What follows belongs to an exercise in optimizing a design on an open flow for small area, a short achievable clock period and few clock cycles per item; a production flow would make more cautious choices. At most, simulation tests tie the RTL to the original design; equivalence was not proved. Power figures rest on the tool's default switching activity, not on a simulated workload.

==> flow/design.v <==
module cory_vtap2 #(
  parameter int N = 8,
  parameter int W = 8
) (
  input  logic         clk,
  input  logic         reset,
  input  logic         i_a_v,
  input  logic [N-1:0] i_a_d,
  input  logic         i_a_last_x,
  input  logic         i_a_last_y,
  output logic         o_a_r,
  output logic         o_z_v,
  output logic [N-1:0] o_z_d,
  output logic [N-1:0] o_z_up,
  output logic         o_z_up_v,
  output logic         o_z_last_x,
  output logic         o_z_last_y,
  input  logic         i_z_r
);
  localparam int NG = W - 3;
  logic          step_q;           
  logic          step_d;
  logic          acc, del;
  logic         ar_q;
  logic         iv0_q, iv0_d;
  logic [N-1:0] id0_q;
  logic         ix0_q, iy0_q;
  assign o_a_r = ar_q;
  assign acc   = i_a_v & ar_q;
  assign iv0_d = (iv0_q & ~step_q) | acc;
  always_ff @(posedge clk) begin
    if (reset) begin
      ar_q  <= 1'b1;
      iv0_q <= 1'b0;
    end else begin
      ar_q  <= ~iv0_d | step_d;
      iv0_q <= iv0_d;
    end
  end
  always_ff @(posedge clk) begin
    if (ar_q) begin
      id0_q <= i_a_d; ix0_q <= i_a_last_x; iy0_q <= i_a_last_y;
    end
  end
  logic         ov0_q, ov1_q, ov1_d;
  logic [N-1:0] od0_q, ou0_q;
  logic         ouv0_q, ox0_q, oy0_q;
  logic [N-1:0] r_up;
  logic         row0_q;
  logic [N-1:0] rd;
  assign r_up = row0_q ? '0 : rd;
  assign del  = ov0_q & i_z_r;
  assign ov1_d = del ? (ov1_q & step_q) : (ov1_q | (ov0_q & step_q));
  always_ff @(posedge clk) begin
    if (reset) begin
      ov0_q <= 1'b0;
      ov1_q <= 1'b0;
    end else begin
      ov0_q <= del ? (ov1_q | step_q) : (ov0_q | step_q);
      ov1_q <= ov1_d;
    end
  end
  localparam int OW = 2 * N + 3;
  logic [OW-1:0] o0_q, o1_q, o_new, o0_src;
  logic          o0_ld;
  assign o_new  = {id0_q, r_up, ~row0_q, ix0_q, iy0_q};
  assign o0_ld  = del | ~ov0_q;
  assign o0_src = (del & ov1_q) ? o1_q : o_new;
  always_ff @(posedge clk) begin
    o0_q <= o0_q ^ ({OW{o0_ld}} & (o0_q ^ o0_src));
    if (del | ~ov1_q) o1_q <= o_new;
  end
  assign {od0_q, ou0_q, ouv0_q, ox0_q, oy0_q} = o0_q;
  assign o_z_v      = ov0_q;
  assign o_z_d      = od0_q;
  assign o_z_up     = ou0_q;
  assign o_z_up_v   = ouv0_q;
  assign o_z_last_x = ox0_q;
  assign o_z_last_y = oy0_q;
  logic [NG-1:0] cg_q, cg_d;       
  logic [NG-1:0] pen;              
  logic          st_q, st_d;       
  logic          ge_q, ge_d;       
  logic [NG-1:0] al_d;             
  logic [NG-1:0] rot_q, rot_d;     
  logic [N-1:0]  head [NG];
  always_comb begin
    cg_d  = cg_q;
    st_d  = st_q;
    ge_d  = ge_q;
    if (step_q) begin
      if (ix0_q) cg_d = NG'(1);
      else if (ge_q) cg_d = {cg_q[NG-2:0], cg_q[NG-1]};
      st_d = ix0_q | ge_q;
      ge_d = ~ix0_q & ~ge_q & |(cg_q & pen);
    end
    step_d = iv0_d & ~ov1_d & (~st_d | |(cg_d & al_d));
    for (int k = 0; k < NG; k++)
      rot_d[k] = (step_d & cg_d[k]) | (~al_d[k] & ~(cg_d[k] & ~st_d));
    rd = '0;
    for (int k = 0; k < NG; k++) if (cg_q[k]) rd = rd | head[k];
  end
  always_ff @(posedge clk) begin
    if (reset) begin
      cg_q   <= NG'(1);
      st_q   <= 1'b1;
      ge_q   <= 1'b0;
      row0_q <= 1'b1;
      step_q <= 1'b0;
      rot_q  <= '0;
    end else begin
      cg_q   <= cg_d;
      st_q   <= st_d;
      ge_q   <= ge_d;
      step_q <= step_d;
      rot_q  <= rot_d;
      if (step_q & ix0_q) row0_q <= iy0_q;
    end
  end
  for (genvar k = 0; k < NG; k++) begin : g_grp
    localparam int SB = (k == 0) ? 4 : k + 3;    
    localparam int S  = 1 << SB;
    logic [SB-1:0] off_q;
    logic [N-1:0]  m_q [S];
    assign al_d[k]  = rot_q[k] ? (off_q == '1) : (off_q == '0);
    assign pen[k]   = (off_q == SB'(S - 2));
    assign head[k]  = m_q[0];
    always_ff @(posedge clk) begin
      if (reset) off_q <= '0;
      else if (rot_q[k]) off_q <= off_q + 1'b1;
    end
    always_ff @(posedge clk) begin
      if (rot_q[k]) begin
        for (int i = 0; i < S - 1; i++) m_q[i] <= m_q[i+1];
        m_q[S-1] <= (step_q & cg_q[k]) ? id0_q : m_q[0];
      end
    end
  end
endmodule
Settings: LEC_CHECK=0, ABC_CLOCK_PERIOD_IN_PS=2000, CAP_MARGIN=20, CORE_MARGIN=2, CORE_UTILIZATION=40, CTS_CLUSTER_DIAMETER=100, CTS_CLUSTER_SIZE=30, SETUP_SLACK_MARGIN=1.3, SLEW_MARGIN=20; clock period 3.3 ns.
run.sh (not shown) runs the stock make flow with config.mk's settings and CLKGATE_MAP_FILE= SYNTH_SCRIPT=/design/flow/synth_recipe.tcl, a recipe that flattens the netlist after the stock synthesis.
Testbench counts at the start, summed over its fixed seeds: cycles 43,876, items 43,860.
Change:
--- a/flow/design.v
+++ b/flow/design.v
@@ -40,14 +40,14 @@
   always_ff @(posedge clk) begin
     if (ar_q) begin
       id0_q <= i_a_d; ix0_q <= i_a_last_x; iy0_q <= i_a_last_y;
     end
   end
   logic         ov0_q, ov1_q, ov1_d;
-  logic [N-1:0] od0_q, ou0_q;
-  logic         ouv0_q, ox0_q, oy0_q;
+  logic [N-1:0] od0_q, od1_q, ou0_q, ou1_q;
+  logic         ouv0_q, ouv1_q, ox0_q, ox1_q, oy0_q, oy1_q;
   logic [N-1:0] r_up;
   logic         row0_q;
   logic [N-1:0] rd;
   assign r_up = row0_q ? '0 : rd;
   assign del  = ov0_q & i_z_r;
   assign ov1_d = del ? (ov1_q & step_q) : (ov1_q | (ov0_q & step_q));
@@ -57,61 +57,82 @@
       ov1_q <= 1'b0;
     end else begin
       ov0_q <= del ? (ov1_q | step_q) : (ov0_q | step_q);
       ov1_q <= ov1_d;
     end
   end
-  localparam int OW = 2 * N + 3;
-  logic [OW-1:0] o0_q, o1_q, o_new, o0_src;
-  logic          o0_ld;
-  assign o_new  = {id0_q, r_up, ~row0_q, ix0_q, iy0_q};
-  assign o0_ld  = del | ~ov0_q;
-  assign o0_src = (del & ov1_q) ? o1_q : o_new;
   always_ff @(posedge clk) begin
-    o0_q <= o0_q ^ ({OW{o0_ld}} & (o0_q ^ o0_src));
-    if (del | ~ov1_q) o1_q <= o_new;
+    if (del) begin
+      if (ov1_q) begin
+        od0_q <= od1_q; ou0_q <= ou1_q; ouv0_q <= ouv1_q;
+        ox0_q <= ox1_q; oy0_q <= oy1_q;
+      end else begin
+        od0_q <= id0_q; ou0_q <= r_up; ouv0_q <= ~row0_q;
+        ox0_q <= ix0_q; oy0_q <= iy0_q;
+      end
+      od1_q <= id0_q; ou1_q <= r_up; ouv1_q <= ~row0_q;
+      ox1_q <= ix0_q; oy1_q <= iy0_q;
+    end else begin
+      if (~ov0_q) begin
+        od0_q <= id0_q; ou0_q <= r_up; ouv0_q <= ~row0_q;
+        ox0_q <= ix0_q; oy0_q <= iy0_q;
+      end
+      if (~ov1_q) begin
+        od1_q <= id0_q; ou1_q <= r_up; ouv1_q <= ~row0_q;
+        ox1_q <= ix0_q; oy1_q <= iy0_q;
+      end
+    end
   end
-  assign {od0_q, ou0_q, ouv0_q, ox0_q, oy0_q} = o0_q;
   assign o_z_v      = ov0_q;
   assign o_z_d      = od0_q;
   assign o_z_up     = ou0_q;
   assign o_z_up_v   = ouv0_q;
   assign o_z_last_x = ox0_q;
   assign o_z_last_y = oy0_q;
+  logic [W-1:0]  col_q, col_d;
   logic [NG-1:0] cg_q, cg_d;       
-  logic [NG-1:0] pen;              
   logic          st_q, st_d;       
   logic          ge_q, ge_d;       
   logic [NG-1:0] al_d;             
   logic [NG-1:0] rot_q, rot_d;     
   logic [N-1:0]  head [NG];
   always_comb begin
+    col_d = col_q;
     cg_d  = cg_q;
     st_d  = st_q;
     ge_d  = ge_q;
     if (step_q) begin
-      if (ix0_q) cg_d = NG'(1);
-      else if (ge_q) cg_d = {cg_q[NG-2:0], cg_q[NG-1]};
+      if (ix0_q) begin
+        col_d = '0;
+        cg_d  = NG'(1);
+      end else begin
+        col_d = col_q + 1'b1;
+        if (ge_q) cg_d = {cg_q[NG-2:0], cg_q[NG-1]};
+      end
       st_d = ix0_q | ge_q;
-      ge_d = ~ix0_q & ~ge_q & |(cg_q & pen);
+      ge_d = 1'b0;
+      for (int k = 0; k < NG; k++)
+        if (col_d == W'((k == 0) ? 15 : (2 << (k + 3)) - 1)) ge_d = 1'b1;
     end
     step_d = iv0_d & ~ov1_d & (~st_d | |(cg_d & al_d));
     for (int k = 0; k < NG; k++)
       rot_d[k] = (step_d & cg_d[k]) | (~al_d[k] & ~(cg_d[k] & ~st_d));
     rd = '0;
     for (int k = 0; k < NG; k++) if (cg_q[k]) rd = rd | head[k];
   end
   always_ff @(posedge clk) begin
     if (reset) begin
+      col_q  <= '0;
       cg_q   <= NG'(1);
       st_q   <= 1'b1;
       ge_q   <= 1'b0;
       row0_q <= 1'b1;
       step_q <= 1'b0;
       rot_q  <= '0;
     end else begin
+      col_q  <= col_d;
       cg_q   <= cg_d;
       st_q   <= st_d;
       ge_q   <= ge_d;
       step_q <= step_d;
       rot_q  <= rot_d;
       if (step_q & ix0_q) row0_q <= iy0_q;
@@ -120,13 +141,12 @@
   for (genvar k = 0; k < NG; k++) begin : g_grp
     localparam int SB = (k == 0) ? 4 : k + 3;    
     localparam int S  = 1 << SB;
     logic [SB-1:0] off_q;
     logic [N-1:0]  m_q [S];
     assign al_d[k]  = rot_q[k] ? (off_q == '1) : (off_q == '0);
-    assign pen[k]   = (off_q == SB'(S - 2));
     assign head[k]  = m_q[0];
     always_ff @(posedge clk) begin
       if (reset) off_q <= '0;
       else if (rot_q[k]) off_q <= off_q + 1'b1;
     end
     always_ff @(posedge clk) begin
After rerunning: Setup slack gets worse by 0.17 ns; via count climbs by 2.0%; area after synthesis climbs by 0.47%; wire length climbs by 1.6%; cell count climbs by 1.8%; utilization barely changes; combinational power hardly moves; register-to-register slack gets better by 0.13 ns.
No functional check of the RTL was part of the second run of this note.


RTL: the design.v shown in full above, as it stands there.
==> flow/config.mk <==
export PLATFORM = sky130hd
export DESIGN_NAME = cory_vtap2
export DESIGN_NICKNAME = cory_vtap2
export VERILOG_FILES = /design/flow/design.v
export SDC_FILE = /design/flow/constraint.sdc
export NUM_CORES = 4
export LEC_CHECK = 0
export ABC_CLOCK_PERIOD_IN_PS = 2000
export CAP_MARGIN = 20
export CORE_MARGIN = 2
export CORE_UTILIZATION = 40
export CTS_CLUSTER_DIAMETER = 100
export CTS_CLUSTER_SIZE = 26
export SETUP_SLACK_MARGIN = 1.5
export SLEW_MARGIN = 20
==> flow/constraint.sdc <==
create_clock -name core_clock -period 3.3 [get_ports {clk}]
set_input_delay 0.6600 -clock core_clock [delete_from_list [all_inputs] [get_ports {clk}]]
set_output_delay 0.6600 -clock core_clock [all_outputs]
set_load 0.01 [all_outputs]
The baseline completed without violations.
Testbench counts at the start, summed over its fixed seeds: cycles 43,876, items 43,860.
Then changed:
==> flow/design.v (replaced) <==
module cory_vtap2 #(
  parameter int N = 8,
  parameter int W = 8
) (
  input  logic         clk,
  input  logic         reset,
  input  logic         i_a_v,
  input  logic [N-1:0] i_a_d,
  input  logic         i_a_last_x,
  input  logic         i_a_last_y,
  output logic         o_a_r,
  output logic         o_z_v,
  output logic [N-1:0] o_z_d,
  output logic [N-1:0] o_z_up,
  output logic         o_z_up_v,
  output logic         o_z_last_x,
  output logic         o_z_last_y,
  input  logic         i_z_r
);
  localparam int NG = W - 3;
  logic          step_q;           
  logic          step_d;
  logic          acc, del;
  logic         ar_q;
  logic         iv0_q, iv0_d;
  logic [N-1:0] id0_q;
  logic         ix0_q, iy0_q;
  logic         ld_in;
  assign o_a_r = ar_q;
  assign ld_in = ~iv0_q | step_q;
  assign acc   = i_a_v & ld_in;
  assign iv0_d = (iv0_q & ~step_q) | acc;
  always_ff @(posedge clk) begin
    if (reset) begin
      ar_q  <= 1'b1;
      iv0_q <= 1'b0;
    end else begin
      ar_q  <= ~iv0_d | step_d;
      iv0_q <= iv0_d;
    end
  end
  logic ix0s_q, iy0s_q;
  always_ff @(posedge clk) begin
    if (ld_in) id0_q <= i_a_d;
    ix0_q  <= ld_in ? i_a_last_x : ix0s_q;
    ix0s_q <= ld_in ? i_a_last_x : ix0_q;
    iy0_q  <= ld_in ? i_a_last_y : iy0s_q;
    iy0s_q <= ld_in ? i_a_last_y : iy0_q;
  end
  logic         ov0_q, ov1_q, ov1_d;
  logic         ovi_q;             
  logic [N-1:0] od0_q, ou0_q;
  logic         ouv0_q, ox0_q, oy0_q;
  logic [N-1:0] r_up;               
  logic         row0_q, row0_d;
  logic [N-1:0] rd_d;
  assign del  = ovi_q & i_z_r;
  assign ov1_d = del ? (ov1_q & step_q) : (ov1_q | (ovi_q & step_q));
  always_ff @(posedge clk) begin
    if (reset) begin
      ov0_q <= 1'b0;
      ovi_q <= 1'b0;
      ov1_q <= 1'b0;
    end else begin
      ov0_q <= del ? (ov1_q | step_q) : (ovi_q | step_q);
      ovi_q <= ov1_q | step_q | (ovi_q & ~i_z_r);
      ov1_q <= ov1_d;
    end
  end
  localparam int OW = 2 * N + 3;
  logic [OW-1:0] o0_q, o0s_q, o1_q, o_new, o0_src;
  logic          o0_ld;
  assign o_new  = {id0_q, r_up, ~row0_q, ix0_q, iy0_q};
  assign o0_ld  = del | ~ovi_q;
  assign o0_src = (del & ov1_q) ? o1_q : o_new;
  always_ff @(posedge clk) begin
    o0_q  <= o0_ld ? o0_src : o0s_q;
    o0s_q <= o0_ld ? o0_src : o0_q;
    if (del | ~ov1_q) o1_q <= o_new;
  end
  assign {od0_q, ou0_q, ouv0_q, ox0_q, oy0_q} = o0_q;
  assign o_z_v      = ov0_q;
  assign o_z_d      = od0_q;
  assign o_z_up     = ou0_q;
  assign o_z_up_v   = ouv0_q;
  assign o_z_last_x = ox0_q;
  assign o_z_last_y = oy0_q;
  logic [NG-1:0] cg_q, cg_d;       
  logic [NG-1:0] pen;              
  logic          st_q, st_d;       
  logic          ge_q, ge_d;       
  logic [NG-1:0] al_d;             
  logic [NG-1:0] rot_q, rot_d;     
  logic [N-1:0]  head [NG];        
  always_comb begin
    cg_d  = cg_q;
    st_d  = st_q;
    ge_d  = ge_q;
    if (step_q) begin
      if (ix0_q) cg_d = NG'(1);
      else if (ge_q) cg_d = {cg_q[NG-2:0], cg_q[NG-1]};
      st_d = ix0_q | ge_q;
      ge_d = ~ix0_q & ~ge_q & |(cg_q & pen);
    end
    step_d = iv0_d & ~ov1_d & (~st_d | |(cg_d & al_d));
    for (int k = 0; k < NG; k++)
      rot_d[k] = (step_d & cg_d[k]) | (~al_d[k] & ~(cg_d[k] & ~st_d));
    row0_d = (step_q & ix0_q) ? iy0_q : row0_q;
    rd_d = '0;
    for (int k = 0; k < NG; k++) if (cg_d[k]) rd_d = rd_d | head[k];
  end
  always_ff @(posedge clk) begin
    if (reset) begin
      cg_q   <= NG'(1);
      st_q   <= 1'b1;
      ge_q   <= 1'b0;
      row0_q <= 1'b1;
      step_q <= 1'b0;
      rot_q  <= '0;
    end else begin
      cg_q   <= cg_d;
      st_q   <= st_d;
      ge_q   <= ge_d;
      step_q <= step_d;
      rot_q  <= rot_d;
      row0_q <= row0_d;
    end
  end
  always_ff @(posedge clk) r_up <= row0_d ? '0 : rd_d;
  for (genvar k = 0; k < NG; k++) begin : g_grp
    localparam int SB = (k == 0) ? 4 : k + 3;    
    localparam int S  = 1 << SB;
    logic [SB-1:0] off_q;
    logic [N-1:0]  m_q [S];
    assign al_d[k]  = rot_q[k] ? (off_q == '1) : (off_q == '0);
    assign pen[k]   = (off_q == SB'(S - 2));
    assign head[k]  = rot_q[k] ? m_q[1] : m_q[0];
    always_ff @(posedge clk) begin
      if (reset) off_q <= '0;
      else if (rot_q[k]) off_q <= off_q + 1'b1;
    end
    always_ff @(posedge clk) begin
      if (rot_q[k]) begin
        for (int i = 0; i < S - 1; i++) m_q[i] <= m_q[i+1];
        m_q[S-1] <= (step_q & cg_q[k]) ? id0_q : m_q[0];
      end
    end
  end
endmodule
Cell count rose by 4.2%.
Power rose by 5.2%.
Cell area rose by 1.4%.
Setup slack improves by 69 ps.
First-iteration DRC count rose by 4.0%.
Synthesized cell count rose by 7.5%.
Synthesized area rose by 1.4%.
Via count rose by 4.4%.
Die area rose by 1.4%.
Clock power stays flat.
Routed wire length rose by 1.7%.
Combinational power rose by 6.9%.
No functional check of the RTL was part of the second run of this note.

-- re-timing with driven ports --
How much do the figures lean on ideal ports? The routed layouts below were timed once more, with nothing changed but the port constraints. Step 1 (the two cells are an assumption about what drives the block):
set clk [get_ports {clk}]
set_driving_cell -lib_cell sky130_fd_sc_hd__clkbuf_16 $clk
set_driving_cell -lib_cell sky130_fd_sc_hd__buf_2 [delete_from_list [all_inputs] $clk]
Step 2 also shifts input and output timing later by t, the mid clock arrival at the registers, as if the neighbouring blocks saw the same clock. Slacks: ideal / step 1 / step 2; pairs: ideal / step 1.
run | t (ns) | setup slack, ns | hold slack, ns | worst setup path after step 2 | worst data-port slew with drivers (ns)
the first run of note 1 | 0.770 | 1.301 / 1.283 / 0.883 | 0.405 / 0.405 / 0.405 | input to register | 0.16
the second run of note 1 | 0.774 | 1.129 / 1.056 / 0.827 | 0.399 / 0.399 / 0.399 | input to register | 0.04
the first run of note 2 | 0.779 | 1.352 / 1.275 / 0.874 | 0.403 / 0.403 / 0.403 | input to register | 0.16
the second run of note 2 | 0.785 | 1.421 / 1.352 / 0.875 | 0.404 / 0.404 / 0.404 | input to register | 0.06
After both steps setup and hold are still met in every run listed. For the second run of note 2, which loses most, drivers alone change the setup slack by -0.069 ns; drivers and shift together by -0.546 ns.
